Background: an optimization exercise with open tools, aiming at small area and a short achievable clock period. Do not read the settings as production practice.
The RTL was checked by simulation tests, not by an equivalence proof against the original design.
Power figures rest on the tool's default switching activity, not on a simulated workload.

[flow/design.v]
`timescale 1ns/1ps
module parallel_accumulator (
    input  logic                   clk,
    input  logic                   rst,
    input  logic [16-1:0][32-1:0] in_values,
    input  logic [16-1:0][4-1:0]    in_ids,
    input  logic                   in_valid,
    input  logic [4-1:0][16-1:0]   in_dst_ids,
    input  logic [4-1:0][16-1:0] in_src_masks,
    input  logic [4-1:0] in_dst_valid,
    output logic [16-1:0][32-1:0] sums,
    output logic [16-1:0][4-1:0]    out_ids,
    output logic [16-1:0]   seg_end,
    output logic                   out_valid,
    output logic [4-1:0][16-1:0]   out_dst_ids,
    output logic [4-1:0][16-1:0] out_src_masks,
    output logic [4-1:0] out_dst_valid
);
    localparam int N = 16;
    localparam int W = 32;
    logic [N-1:0][W-1:0] v [5];
    logic [N-1:0][4-1:0] id [5];
    logic [N-1:0][W-1:0] vr [5];    
    logic [N-1:0][4-1:0] idr [5];
    logic [2:0] vld;
    logic [4-1:0][16-1:0] dst_ids_q [3];
    logic [4-1:0][16-1:0] masks_q [3];
    logic [4-1:0] dvalid_q [3];
    assign vr[0]  = in_values;
    assign idr[0] = in_ids;
    assign vr[1][0] = v[0][0];
    assign vr[1][1] = v[0][1] + (v[0][0] & {W{id[0][0] == id[0][1]}});
    assign vr[1][2] = v[0][2];
    assign vr[1][3] = v[0][3] + (v[0][2] & {W{id[0][2] == id[0][3]}});
    assign vr[1][4] = v[0][4];
    assign vr[1][5] = v[0][5] + (v[0][4] & {W{id[0][4] == id[0][5]}});
    assign vr[1][6] = v[0][6];
    assign vr[1][7] = v[0][7] + (v[0][6] & {W{id[0][6] == id[0][7]}});
    assign vr[1][8] = v[0][8];
    assign vr[1][9] = v[0][9] + (v[0][8] & {W{id[0][8] == id[0][9]}});
    assign vr[1][10] = v[0][10];
    assign vr[1][11] = v[0][11] + (v[0][10] & {W{id[0][10] == id[0][11]}});
    assign vr[1][12] = v[0][12];
    assign vr[1][13] = v[0][13] + (v[0][12] & {W{id[0][12] == id[0][13]}});
    assign vr[1][14] = v[0][14];
    assign vr[1][15] = v[0][15] + (v[0][14] & {W{id[0][14] == id[0][15]}});
    assign idr[1] = id[0];
    assign vr[2][0] = v[1][0];
    assign vr[2][1] = v[1][1];
    assign vr[2][2] = v[1][2] + (v[1][1] & {W{id[1][1] == id[1][2]}});
    assign vr[2][3] = v[1][3] + (v[1][1] & {W{id[1][1] == id[1][3]}});
    assign vr[2][4] = v[1][4];
    assign vr[2][5] = v[1][5];
    assign vr[2][6] = v[1][6] + (v[1][5] & {W{id[1][5] == id[1][6]}});
    assign vr[2][7] = v[1][7] + (v[1][5] & {W{id[1][5] == id[1][7]}});
    assign vr[2][8] = v[1][8];
    assign vr[2][9] = v[1][9];
    assign vr[2][10] = v[1][10] + (v[1][9] & {W{id[1][9] == id[1][10]}});
    assign vr[2][11] = v[1][11] + (v[1][9] & {W{id[1][9] == id[1][11]}});
    assign vr[2][12] = v[1][12];
    assign vr[2][13] = v[1][13];
    assign vr[2][14] = v[1][14] + (v[1][13] & {W{id[1][13] == id[1][14]}});
    assign vr[2][15] = v[1][15] + (v[1][13] & {W{id[1][13] == id[1][15]}});
    assign idr[2] = id[1];
    assign vr[3][0] = v[2][0];
    assign vr[3][1] = v[2][1];
    assign vr[3][2] = v[2][2];
    assign vr[3][3] = v[2][3];
    assign vr[3][4] = v[2][4] + (v[2][3] & {W{id[2][3] == id[2][4]}});
    assign vr[3][5] = v[2][5] + (v[2][3] & {W{id[2][3] == id[2][5]}});
    assign vr[3][6] = v[2][6] + (v[2][3] & {W{id[2][3] == id[2][6]}});
    assign vr[3][7] = v[2][7] + (v[2][3] & {W{id[2][3] == id[2][7]}});
    assign vr[3][8] = v[2][8];
    assign vr[3][9] = v[2][9];
    assign vr[3][10] = v[2][10];
    assign vr[3][11] = v[2][11];
    assign vr[3][12] = v[2][12] + (v[2][11] & {W{id[2][11] == id[2][12]}});
    assign vr[3][13] = v[2][13] + (v[2][11] & {W{id[2][11] == id[2][13]}});
    assign vr[3][14] = v[2][14] + (v[2][11] & {W{id[2][11] == id[2][14]}});
    assign vr[3][15] = v[2][15] + (v[2][11] & {W{id[2][11] == id[2][15]}});
    assign idr[3] = id[2];
    assign vr[4][0] = v[3][0];
    assign vr[4][1] = v[3][1];
    assign vr[4][2] = v[3][2];
    assign vr[4][3] = v[3][3];
    assign vr[4][4] = v[3][4];
    assign vr[4][5] = v[3][5];
    assign vr[4][6] = v[3][6];
    assign vr[4][7] = v[3][7];
    assign vr[4][8] = v[3][8] + (v[3][7] & {W{id[3][7] == id[3][8]}});
    assign vr[4][9] = v[3][9] + (v[3][7] & {W{id[3][7] == id[3][9]}});
    assign vr[4][10] = v[3][10] + (v[3][7] & {W{id[3][7] == id[3][10]}});
    assign vr[4][11] = v[3][11] + (v[3][7] & {W{id[3][7] == id[3][11]}});
    assign vr[4][12] = v[3][12] + (v[3][7] & {W{id[3][7] == id[3][12]}});
    assign vr[4][13] = v[3][13] + (v[3][7] & {W{id[3][7] == id[3][13]}});
    assign vr[4][14] = v[3][14] + (v[3][7] & {W{id[3][7] == id[3][14]}});
    assign vr[4][15] = v[3][15] + (v[3][7] & {W{id[3][7] == id[3][15]}});
    assign idr[4] = id[3];
    assign v[0]  = vr[0];
    assign id[0] = idr[0];
    assign v[4]  = vr[4];
    assign id[4] = idr[4];
    always_ff @(posedge clk) begin
        v[1]  <= vr[1];
        id[1] <= idr[1];
        v[2]  <= vr[2];
        id[2] <= idr[2];
        v[3]  <= vr[3];
        id[3] <= idr[3];
        dst_ids_q[0] <= in_dst_ids;
        masks_q[0]   <= in_src_masks;
        dvalid_q[0]  <= in_dst_valid;
        for (int s = 1; s < 3; s++) begin
            dst_ids_q[s] <= dst_ids_q[s - 1];
            masks_q[s]   <= masks_q[s - 1];
            dvalid_q[s]  <= dvalid_q[s - 1];
        end
    end
    always_ff @(posedge clk) begin
        if (rst) vld <= '0;
        else     vld <= {vld[1:0], in_valid};
    end
    assign sums          = v[4];
    assign out_ids       = id[4];
    assign out_valid     = vld[2];
    assign out_dst_ids   = dst_ids_q[2];
    assign out_src_masks = masks_q[2];
    assign out_dst_valid = dvalid_q[2];
    always_comb begin
        for (int i = 0; i < N - 1; i++) seg_end[i] = out_valid & (out_ids[i + 1] != out_ids[i]);
        seg_end[N - 1] = out_valid;
    end
endmodule
[flow/run.sh]
#!/bin/bash
# synth_recipe.tcl (not shown) runs the flow's synth.tcl, then flattens the netlist and writes it again
# the make line also repeats each setting of config.mk as NAME=value (left out here)
make -C /OpenROAD-flow-scripts/flow DESIGN_CONFIG=/design/flow/config.mk WORK_HOME=/design/flow/orfs CLKGATE_MAP_FILE= SYNTH_SCRIPT=/design/flow/synth_recipe.tcl finish
[flow/config.mk]
export PLATFORM = sky130hd
export DESIGN_NAME = parallel_accumulator
export DESIGN_NICKNAME = parallel_accumulator
export VERILOG_FILES = /design/flow/design.v
export SDC_FILE = /design/flow/constraint.sdc
export NUM_CORES = 4
export LEC_CHECK = 0
export CAP_MARGIN = 20
export CORE_MARGIN = 2
export CORE_UTILIZATION = 40
export SLEW_MARGIN = 20
[flow/constraint.sdc]
create_clock -name core_clock -period 4.5 [get_ports {clk}]
set_input_delay 0.9000 -clock core_clock [delete_from_list [all_inputs] [get_ports {clk}]]
set_output_delay 0.9000 -clock core_clock [all_outputs]
set_load 0.01 [all_outputs]
==> impl_metrics.toml <==
[placed_design]
hpwl_um = 380000
place_area_mm2 = 0.130
place_ws_ns = -1.39
io_buffers = 1435
gp_congestion = 1.02

[critical_path]
arrival_ns = 5.29
reg2reg_setup_slack_ns = -0.14
cp_slowest_stage_delay_ns = 0.44
end_kind = "output pin"
path_buf_inv = 7
crit_family = "compound AO/OA/AOI/OAI gates"
crit_type = "reg2out"
critPathRequiredTime_ns = 3.60
cp-start-kind = "flop"
crit_fanout = 5
crit_chain = "buf_6 -> buf_12 -> xor2_4 -> nor4_4 -> buf_12 -> buf_12 -> and2_4 -> ha_4 -> fa_2 -> a21o_1 -> a311oi_2 -> o31a_1 -> o21a_1 -> buf_6 -> o211ai_1 -> o211ai_1 -> or3b_4 -> nand4_1 -> a31oi_1 -> xnor2_1 -> buf_4 -> buf_6"
crit_slowest_cell = "or3b_4"

[sta]
hold_viol_final = 0
clock_skew_ns = 0.160
rsz0062_at_grt = "yes"
fin_crit_sh_pct = 138
tns_ns = -219.50
fin_ws_ns = -1.69
fmax_mhz = 161
worstMarginPinSlew_ns = 1.05
period_needed_ns = 6.19
drv_slew = 0
setup_viol = 240
relSlewSlack_pct = 30.1

[run_status]
status = "failed layout checks"
so_faults = "setup timing"

[finish]
area_delta_synth_final_pct = 45.8
fill_cells = 21500
stdcell_area_mm2 = 0.146
drive_gt1_share_pct = 24.6
final_nets = 15000

[floorplanning]
pin_count = 1436
start_util_pct = 40.3
rows = 183
die_x_um = 504
die_y_um = 504
core_mm2 = 0.249
die_area_mm2 = 0.254

[power_and_ir_drop]
max-vdd-ir-drop_mv = 0.403
pwr-share-seq_pct = 38.2
intPower_mw = 40.4
power.density_mw_per_mm2 = 408
p_leak_nw = 69.1
clkPwrFrac_pct = 34.2
p_sw_share_pct = 32.1
p_switching_mw = 19.1
combPwrFrac_pct = 27.6
fin_total_pwr_mw = 59.5

[detailed_routing]
drtIter0Drc = 6409
via_per_inst = 5.24
firstDrtPassIters = 6
post_drt_wl_per_cell_um = 27.2
vias = 88500
ant_nets = 0
drc_errors = 0
drt_wl_total_um = 459000

[synthesis]
yosysTopAreaCellShare_pct = 42.5
syn_area_mm2 = 0.100
synth_nets = 11900
synth_area_leaders = "dfxtp_1 43%, ha_1 12%, and2_1 6.4%"
synth-seq-cells = 2127
async_flop_share_pct = 0
syn_area_per_cell_um2 = 9.85
yosysWarnings = 8
synth-edff-count = 0
synth_top_area_cell = "dfxtp_1"
ys.flop_type = "dfxtp_1"
seq_area_frac_synth_pct = 42.5
syn_inst = 10200
ys_types = 79

[clocking]
cts_inserted_buffers = 229
clk_path_buf_depth = 3
root_buffer = "clkbuf_16"
clk_pin_slew_ns = 0.06
insertion_delay_ns = 0.95
cts.sinks = 2127
cts_max_level = 4
cts_tree = "yes"

[run]
cap_violations = 0

[hold_path]
hold_class = "reg2reg"

[global_route]
grt_max_degree = 33
grt_usage_pct = 34.6
antenna_found_initial = 137
grt_pass1_vias = 88300
grt_pass1_wl_um = 636000
grt_overflow = 0
cell usage in the layout (no fill, tap or decap), types with 108 or more instances in the layout:
| master | synthesis | routed |
|---|---|---|
| nor2b_1 | 110 | 108 |
| nor2_1 | 379 | 352 |
| ha_1 | 992 | 913 |
| xor2_1 | 474 | 416 |
| dfxtp_1 | 2127 | 2119 |
| a21oi_1 | 866 | 747 |
| nand2_1 | 379 | 356 |
| and2_1 | 1029 | 952 |
| o21bai_1 | 141 | 135 |
| xnor2_1 | 658 | 560 |
| buf_4 | 257 | 1680 |
| inv_1 | 195 | 191 |
| a21o_1 | 585 | 584 |
| o21ai_0 | 381 | 313 |
| clkdlybuf4s50_1 | 0 | 1190 |
| nand3_1 | 162 | 156 |
| clkbuf_16 | 0 | 230 |
| buf_6 | 0 | 263 |
routing by layer:
| layer | vias up | GRT usage [%] | part of all wire (%) |
|---|---|---|---|
| li1 | 41700 | - | - |
| met1 | 42700 | 40.7 | 40 |
| met2 | 3116 | 59.7 | 48 |
| met3 | 815 | 6.35 | 6.3 |
| met4 | 52 | 18.3 | 5.7 |
| met5 | - | 0 | 0.079 |
cells by family (layout without fill, tap and decap cells):
group / count (synthesis) / count (layout) / synth area share [%]
buffers and inverters: 654 / 3969 / 3.42
xor gates and xnor gates: 1132 / 1132 / 9.91
DFF: 2127 / 2127 / 42.5
other: 0 / 66 / 0
muxes: 2 / 2 / 0.0200
and+or+nand+nor: 2578 / 2578 / 14.0
adders and majority gates: 1024 / 1024 / 13.0
AOI/OAI and AO/OA: 2646 / 2646 / 17.1
sequential cells by signal, indices dropped and copies added, names as in the netlist:
signal	flops
dvalid_q	12
id	192
dst_ids_q	192
masks_q	192
vld	3
v	1536
timing repair:
action                     4_1_cts  5_1_grt
gates cloned                     9        0
setup buffers                  174       83
pin swaps                      387      244
hold buffers                     0        0
setup endpoints to repair      267      307
gates resized for setup       1871      214
worst register-to-register path, stage by stage, from the launching register on:
cell and delay [ns]:
dfxtp_1 0.52, xor2_1 0.13, nor4_2 0.56, buf_12 0.25
and2_1 0.21, ha_1 0.22, fa_1 0.23, a21o_1 0.13
a21oi_1 0.06, buf_4 0.14, o21ai_0 0.19, buf_4 0.16
a41o_1 0.23, a21boi_0 0.10, buf_4 0.15, o31ai_1 0.35
buf_4 0.25, a31oi_1 0.14, o21ai_0 0.25, a21o_1 0.16
xor2_1 0.13
Yosys cell counts, drive strengths merged, types with 24 or more instances:
library cell / n
nor2: 379
and4: 24
a21o: 586
a21oi: 867
a31o: 39
ha: 992
nand2b: 101
nand4: 98
a211oi: 88
o21bai: 141
fa: 32
inv: 195
clkbuf: 197
and3: 97
nor4: 51
dfxtp: 2127
xnor2: 658
nor3: 81
a31oi: 73
o21ai: 421
o211ai: 28
buf: 262
nor2b: 110
xor2: 474
o31ai: 50
o21a: 91
nand2: 379
nand3: 163
and2: 1029
layout make-up:
class                   count  area (um^2)  area share (%)
multi-input cells        7382        59600            40.8
flip-flops and latches   2127        42600            29.2
repair buffers           3344        30400            20.8
clock buffers             294         6360            4.36
well taps                3330         4170            2.85
clock inverters           136         1960            1.34
inverters                 195          732           0.501
diodes                     66          165           0.113
through the flow:
stage | hold slack, ns | cells | util (%)
global route | 0.295 | 16800 | 58.7
floorplan | 0.310 | 10200 | -
global placement | 0.310 | 16200 | 52.4
CTS | 0.284 | 16700 | 58.0
finish | 0.294 | 16900 | 58.7
detailed placement | 0.312 | 16200 | 52.4
power by group through the flow:
| stage | sequential [mW] | clock (mW) | combinational, mW |
|---|---|---|---|
| floorplan | 21.9 | 0 | 6.34 |
| global placement | 23.0 | 0 | 15.0 |
| detailed placement | 23.0 | 0 | 15.0 |
| CTS | 22.7 | 20.7 | 16.0 |
| global route | 22.8 | 21.4 | 17.2 |
| finish | 22.7 | 20.4 | 16.4 |
path summary, 6_finish.rpt:
check                                       start           endpoint  depth (start not counted)
worst max-delay path            id[3][28]$_DFF_P_          sums[318]                         22
worst max register to register  id[2][45]$_DFF_P_  v[3][508]$_DFF_P_                         20
worst min register to register   v[2][38]$_DFF_P_   v[3][38]$_DFF_P_                          0
worst min-delay path             v[2][38]$_DFF_P_   v[3][38]$_DFF_P_                          0

## static timing again, ports no longer ideal
The flow's constraints put no driver on any port. The routed layout listed below was extracted and timed again, unchanged, in two steps.
Step 1 (the two cells are an assumption about what drives the block):
set clk [get_ports {clk}]
set_driving_cell -lib_cell sky130_fd_sc_hd__clkbuf_16 $clk
set_driving_cell -lib_cell sky130_fd_sc_hd__buf_2 [delete_from_list [all_inputs] $clk]
Step 2 also shifts input and output timing later by t, the mid clock arrival at the registers, as if the neighbouring blocks saw the same clock.
a / b / c = no drivers / after step 1 / after step 2; a / b = the first two.
t, ns: 0.978
setup WS [ns]: -1.692 / -1.799 / -1.050
worst setup path after step 2: input to register
pins driven straight from the clock port: 1
For this run, drivers alone change the setup slack by -0.107 ns; drivers and shift together by +0.642 ns.
